This design comes from an exercise in tuning for small area, a short achievable clock period and few clock cycles per item on the open sky130 flow, not from production work.
RTL that was checked went through simulation tests only; none was proved equivalent to the original.
Power is estimated from default activity; no workload was simulated.

## main
==> flow/design.v (excerpt) <==
module conway_top (
  input  logic       clk,
  input  logic       boot_reset,
  input  logic       rx_valid,
  input  logic [7:0] rx_data,
  output logic       rx_ready,
  output logic       tx_valid,
  output logic [7:0] tx_data,
  input  logic       tx_ready
);
  localparam int          L         = 549;  
  localparam int          K         = 34;   
  localparam logic [15:0] LFSR_SEED = 16'hace1;
  localparam logic [15:0] LFSR_TAPS = 16'hb400;
  logic       ph_hdr;
  logic [3:0] ph_y;
  logic [5:0] ph_c;
  logic       nx_hdr;
  logic [3:0] nx_y;
  logic [5:0] nx_c;
  always_comb begin
    nx_hdr = ph_hdr;
    nx_y   = ph_y;
    nx_c   = ph_c + 1'b1;
    if (ph_hdr) begin
      if (ph_c == 6'd4) begin
        nx_hdr = 1'b0;
        nx_y   = 4'd0;
        nx_c   = 6'd0;
      end
    end else if (ph_c == 6'd33) begin
      nx_c = 6'd0;
      if (ph_y == 4'd15) nx_hdr = 1'b1;
      else               nx_y   = ph_y + 1'b1;
    end
  end
  logic is_cell, y0, y15, dead;
  logic hold;   
  ...
Size: about 680 flip-flops, about 22 I/O pins, ~16,000 µm² of cells after synthesis.
Settings: LEC_CHECK=0, CAP_MARGIN=20, CORE_MARGIN=2, CORE_UTILIZATION=60, CTS_CLUSTER_DIAMETER=50, CTS_CLUSTER_SIZE=24, PLACE_DENSITY=0.75, SLEW_MARGIN=20; clock period 10.0 ns.
run.sh (not shown) runs the stock make flow with config.mk's settings and CLKGATE_MAP_FILE= SYNTH_SCRIPT=/design/flow/synth_recipe.tcl, a recipe that flattens the netlist after the stock synthesis.
Input-level comparison between the feature branch and main:
-- flow/design.v --
<<< main, line 156
  assign load      = fa && free && nb_match && !dead;
  assign last_fire = fire && nb_hdr && (nb_c == 6'd0);
  assign hold      = rx_ready && zero && !running && !start;
  always_comb begin
    if (ph_hdr) begin
>>> the feature branch, line 156
  assign load      = fa && free && nb_match && !dead;
  assign last_fire = fire && nb_hdr && (nb_c == 6'd0);
  assign hold      = rx_ready && zero && !running && !rx_valid;
  always_comb begin
    if (ph_hdr) begin
Findings:
Worst path buffer plus inverter count ended up 1 higher on the feature branch than on main. Last weighted congestion value of the routability-driven placer was higher in the run labelled the feature branch. The cell type of the slowest stage on the worst timing path comes out sky130_fd_sc_hd__clkdlybuf4s50_1 in one run and sky130_fd_sc_hd__nor4b_2 in the other, namely in the feature branch and main respectively. X dimension of the die: main vs the feature branch — no meaningful difference. Of the feature branch and main, it is the feature branch that has the higher global-route wire length before repair. [compare] base=main new=the feature branch: sequential power comparable, synthesized area stayed essentially flat, worst hold slack barely changed, power density normalized to cell area increased 8.5 nW/µm², wire length increased by about 4% relative to the old numbers.
No run of this note included a check of the RTL's function; only the layout flow was run.

---

before:
conway_top, a different RTL version from the one above (not shown whole).
For scale: ~680 flip-flops.
==> flow/config.mk <==
export PLATFORM = sky130hd
export DESIGN_NAME = conway_top
export DESIGN_NICKNAME = conway_top
export VERILOG_FILES = /design/flow/design.v
export SDC_FILE = /design/flow/constraint.sdc
export NUM_CORES = 4
export LEC_CHECK = 0
export CAP_MARGIN = 20
export CORE_MARGIN = 2
export CORE_UTILIZATION = 60
export CTS_BUF_LIST = sky130_fd_sc_hd__clkbuf_8
export CTS_CLUSTER_DIAMETER = 50
export CTS_CLUSTER_SIZE = 20
export PLACE_DENSITY = 0.75
export SLEW_MARGIN = 20
==> flow/constraint.sdc <==
create_clock -name core_clock -period 10.0 [get_ports {clk}]
set_input_delay 2.0000 -clock core_clock [delete_from_list [all_inputs] [get_ports {clk}]]
set_output_delay 2.0000 -clock core_clock [all_outputs]
set_load 0.01 [all_outputs]
standard.sh (not shown) runs the stock make flow with config.mk's settings and CLKGATE_MAP_FILE= SYNTH_SCRIPT=/design/flow/synth_recipe.tcl, a recipe that flattens the netlist after the stock synthesis.
==> flow/flow/run.sh <==
#!/bin/bash
# The standard ORFS layout (the standard.sh, unchanged synthesis and steps),
# with one change: the port buffers that global placement inserts on every input
# and output are buf_4 cells instead of the flow's default choice.
# The full make/tool output goes to standard.log in the work folder.
set -euo pipefail
bash standard.sh finish "BUFFER_PORTS_ARGS=-buffer_cell sky130_fd_sc_hd__buf_4" > standard.log 2>&1
Testbench counts of before, summed over its fixed seeds: cycles 52,704, frames 96.
Edits applied to the flow inputs when going from before to after:
-- flow/design.v --
<<< before, line 153
  assign last_fire = fire && fin;
  assign last_slot = !ph_hdr && (ph_y == 4'd15) && (ph_c == 6'd33);
  function automatic logic [7:0] code_byte(input logic [2:0] code);
    case (code)
      3'd0:    code_byte = 8'h1b;
      3'd1:    code_byte = 8'h5b;
      3'd2:    code_byte = 8'h3b;
      3'd3:    code_byte = 8'h48;
      3'd4:    code_byte = 8'h4f;
      3'd5:    code_byte = 8'h20;
      3'd6:    code_byte = 8'h0d;
      default: code_byte = 8'h0a;
    endcase
  endfunction
  logic [2:0] slot_code;
  logic [2:0] tx_code;
  always_comb begin
    if (ph_hdr) begin
      slot_code = {1'b0, ph_c[1:0] - 2'd1};    
    end else if (!ph_c[5]) begin
      slot_code = cell_val ? 3'd4 : 3'd5;
    end else begin
      slot_code = {2'b11, ph_c[0]};            
    end
  end
  assign slot_byte = code_byte(slot_code);
  always_ff @(posedge clk) begin
    if (pass_rand && is_cell) begin
>>> after, line 153
  assign last_fire = fire && fin;
  assign last_slot = !ph_hdr && (ph_y == 4'd15) && (ph_c == 6'd33);
  always_comb begin
    if (ph_hdr) begin
      case (ph_c[2:0])
        3'd1:    slot_byte = 8'h1b;
        3'd2:    slot_byte = 8'h5b;
        3'd3:    slot_byte = 8'h3b;
        default: slot_byte = 8'h48;
      endcase
    end else if (!ph_c[5]) begin
      slot_byte = cell_val ? 8'h4f : 8'h20;
    end else if (!ph_c[0]) begin
      slot_byte = 8'h0d;
    end else begin
      slot_byte = 8'h0a;
    end
  end
  always_ff @(posedge clk) begin
    if (pass_rand && is_cell) begin
<<< before, line 182
    end
    if (rx_ready || load) begin
      tx_code <= slot_code;
      tx_data <= slot_byte;
    end else begin
      tx_data <= code_byte(tx_code);
    end
    if (sync) begin
>>> after, line 174
    end
    if (rx_ready || load) begin
      tx_data <= slot_byte;
    end
    if (sync) begin
--- outcome ---
Per the comparison of after with before, wire length of the first global-routing pass lost 730 um; area growth from synthesis to final layout neither gained nor lost much; slack of the worst reg-to-reg path picked up an extra 0.06 ns.
Slew at the pin closest to its max-slew limit in after is 0.053 ns below before.
Total track usage (higher): before
Testbench counts of after, summed over its fixed seeds: cycles 52,704, frames 96.

---

## old
Another version of the RTL of conway_top (not shown whole).
Size: about 980 cells after synthesis, about 22 I/O pins.
clock: 10.0 ns
lec_check: 0
cap_margin: 20
core_margin: 2
core_utilization: 60
cts_buf_list: sky130_fd_sc_hd__clkbuf_8
cts_cluster_diameter: 50
cts_cluster_size: 20
place_density: 0.75
slew_margin: 20
Scripts as last shown in full above: flow/flow/run.sh
Relative to old, the following input files were edited for new:
--- a/flow/design.v
+++ b/flow/design.v
@@ -125,39 +125,32 @@
     n_y15 <= !ph_hdr && (ph_c[5] ? (ph_y == 4'd14) : y15);
     nxt_alive <= next_alive;
   end
   logic       fa;         
   logic       is_auto;    
   logic       running;
   logic [2:0] arm_cnt;    
-  logic       fin;        
-  logic       sync;       
   logic       nb_hdr;     
   logic [3:0] nb_y;
   logic [5:0] nb_c;
-  logic       nb_eq;      
   logic fire, free, accept, is_rand, is_step, is_run, cmd_frame, auto_go, start;
-  logic want, load, miss, last_fire, last_slot;
+  logic nb_match, load, last_fire;
   logic [7:0] slot_byte;
-  logic [6:0] tx_low;   
-  assign tx_data = {1'b0, tx_low};
   assign fire      = tx_valid && tx_ready;
   assign free      = !tx_valid || tx_ready;
   assign accept    = rx_valid && rx_ready;
   assign is_rand   = (rx_data == 8'h30);
   assign is_step   = (rx_data == 8'h31);
   assign is_run    = (rx_data == 8'h20);
   assign cmd_frame = accept && (is_rand || (is_step && !running));
   assign auto_go   = rx_ready && !rx_valid && running && (arm_cnt == 3'd5);
   assign start     = cmd_frame || auto_go;
-  assign want      = fa && !fin && (sync || nb_eq);
-  assign load      = want && free;
-  assign miss      = fa && !fin && sync && !free;
-  assign last_fire = fire && fin;
-  assign last_slot = !ph_hdr && (ph_y == 4'd15) && (ph_c == 6'd33);
+  assign nb_match  = (nb_hdr == ph_hdr) && (nb_y == ph_y) && (nb_c == ph_c);
+  assign load      = fa && free && nb_match && !dead;
+  assign last_fire = fire && nb_hdr && (nb_c == 6'd0);
   always_comb begin
     if (ph_hdr) begin
       case (ph_c[2:0])
         3'd1:    slot_byte = 8'h1b;
         3'd2:    slot_byte = 8'h5b;
         3'd3:    slot_byte = 8'h3b;
         default: slot_byte = 8'h48;
@@ -171,26 +164,21 @@
     end
   end
   always_ff @(posedge clk) begin
     if (pass_rand && is_cell) begin
       lfsr <= {1'b0, lfsr[15:1]} ^ (lfsr[0] ? LFSR_TAPS : 16'h0000);
     end
     if (rx_ready || load) begin
-      tx_low <= slot_byte[6:0];
-    end
-    if (sync) begin
-      nb_hdr <= ph_hdr;
-      nb_y   <= ph_y;
-      nb_c   <= ph_c;
-    end
-    nb_eq <= !sync && (nb_hdr == nx_hdr) && (nb_y == nx_y) && (nb_c == nx_c);
-    if (start || load) sync <= 1'b1;
-    else if (miss)     sync <= 1'b0;
-    if (start)     fin <= 1'b0;
-    else if (load) fin <= last_slot;
+      tx_data <= slot_byte;
+    end
+    if (rx_ready || load) begin
+      nb_hdr <= nx_hdr;
+      nb_y   <= nx_y;
+      nb_c   <= nx_c;
+    end
     if (start) begin
       is_auto   <= auto_go;
       pass_step <= !(cmd_frame && is_rand);
     end else if (dead) begin
       pass_step <= 1'b0;
     end
     if (!running || (last_fire && is_auto)) begin
Findings:
Per the comparison of new with old, biggest fanout along the worst timing path now sits higher, number of enable-type register cells in the synthesized netlist closely matched the old numbers, depth of the worst register-to-register path went down 3. Summary — final critical path time including I/O delays and setup, new relative to old: higher, by 0.15 ns. Compared with old, new shows a lower cell area after technology mapping. Standard cell core area: new better than old. Higher count of multi-input gates goes to old over new.
No run of this note included a check of the RTL's function; only the layout flow was run.

afterwards: timing with drivers on the ports:
The results above use ideal ports. As a check the final layouts listed here were re-extracted and re-timed, cells and wires unchanged.
Step 1, drivers: a clkbuf_16 drives clk and a buf_2 each remaining input, both assumed.
Step 2 moves the port delays by t, midway between the first and last clock arrival at a register: inputs arrive t later, outputs are due t later. That takes back most of the time a late clock gives input paths.
Slacks: no drivers / after step 1 / after step 2; pairs: no drivers / after step 1.
| run | shift t [ns] | setup WS [ns] | worst data-port slew with drivers (ns) |
|---|---|---|---|
| main | 0.566 | 6.382 / 6.403 / 5.837 | 0.03 |
| the feature branch | 0.585 | 6.340 / 6.365 / 5.780 | 0.03 |
| before | 0.603 | 6.754 / 6.713 / 6.216 | 0.03 |
| after | 0.601 | 6.853 / 6.811 / 6.341 | 0.03 |
| old | 0.606 | 6.828 / 6.841 / 6.243 | 0.03 |
| new | 0.613 | 6.675 / 6.692 / 6.078 | 0.03 |
After both steps setup and hold are still met in every run listed. For new, which loses most, drivers alone change the setup slack by +0.017 ns; drivers and shift together by -0.597 ns.
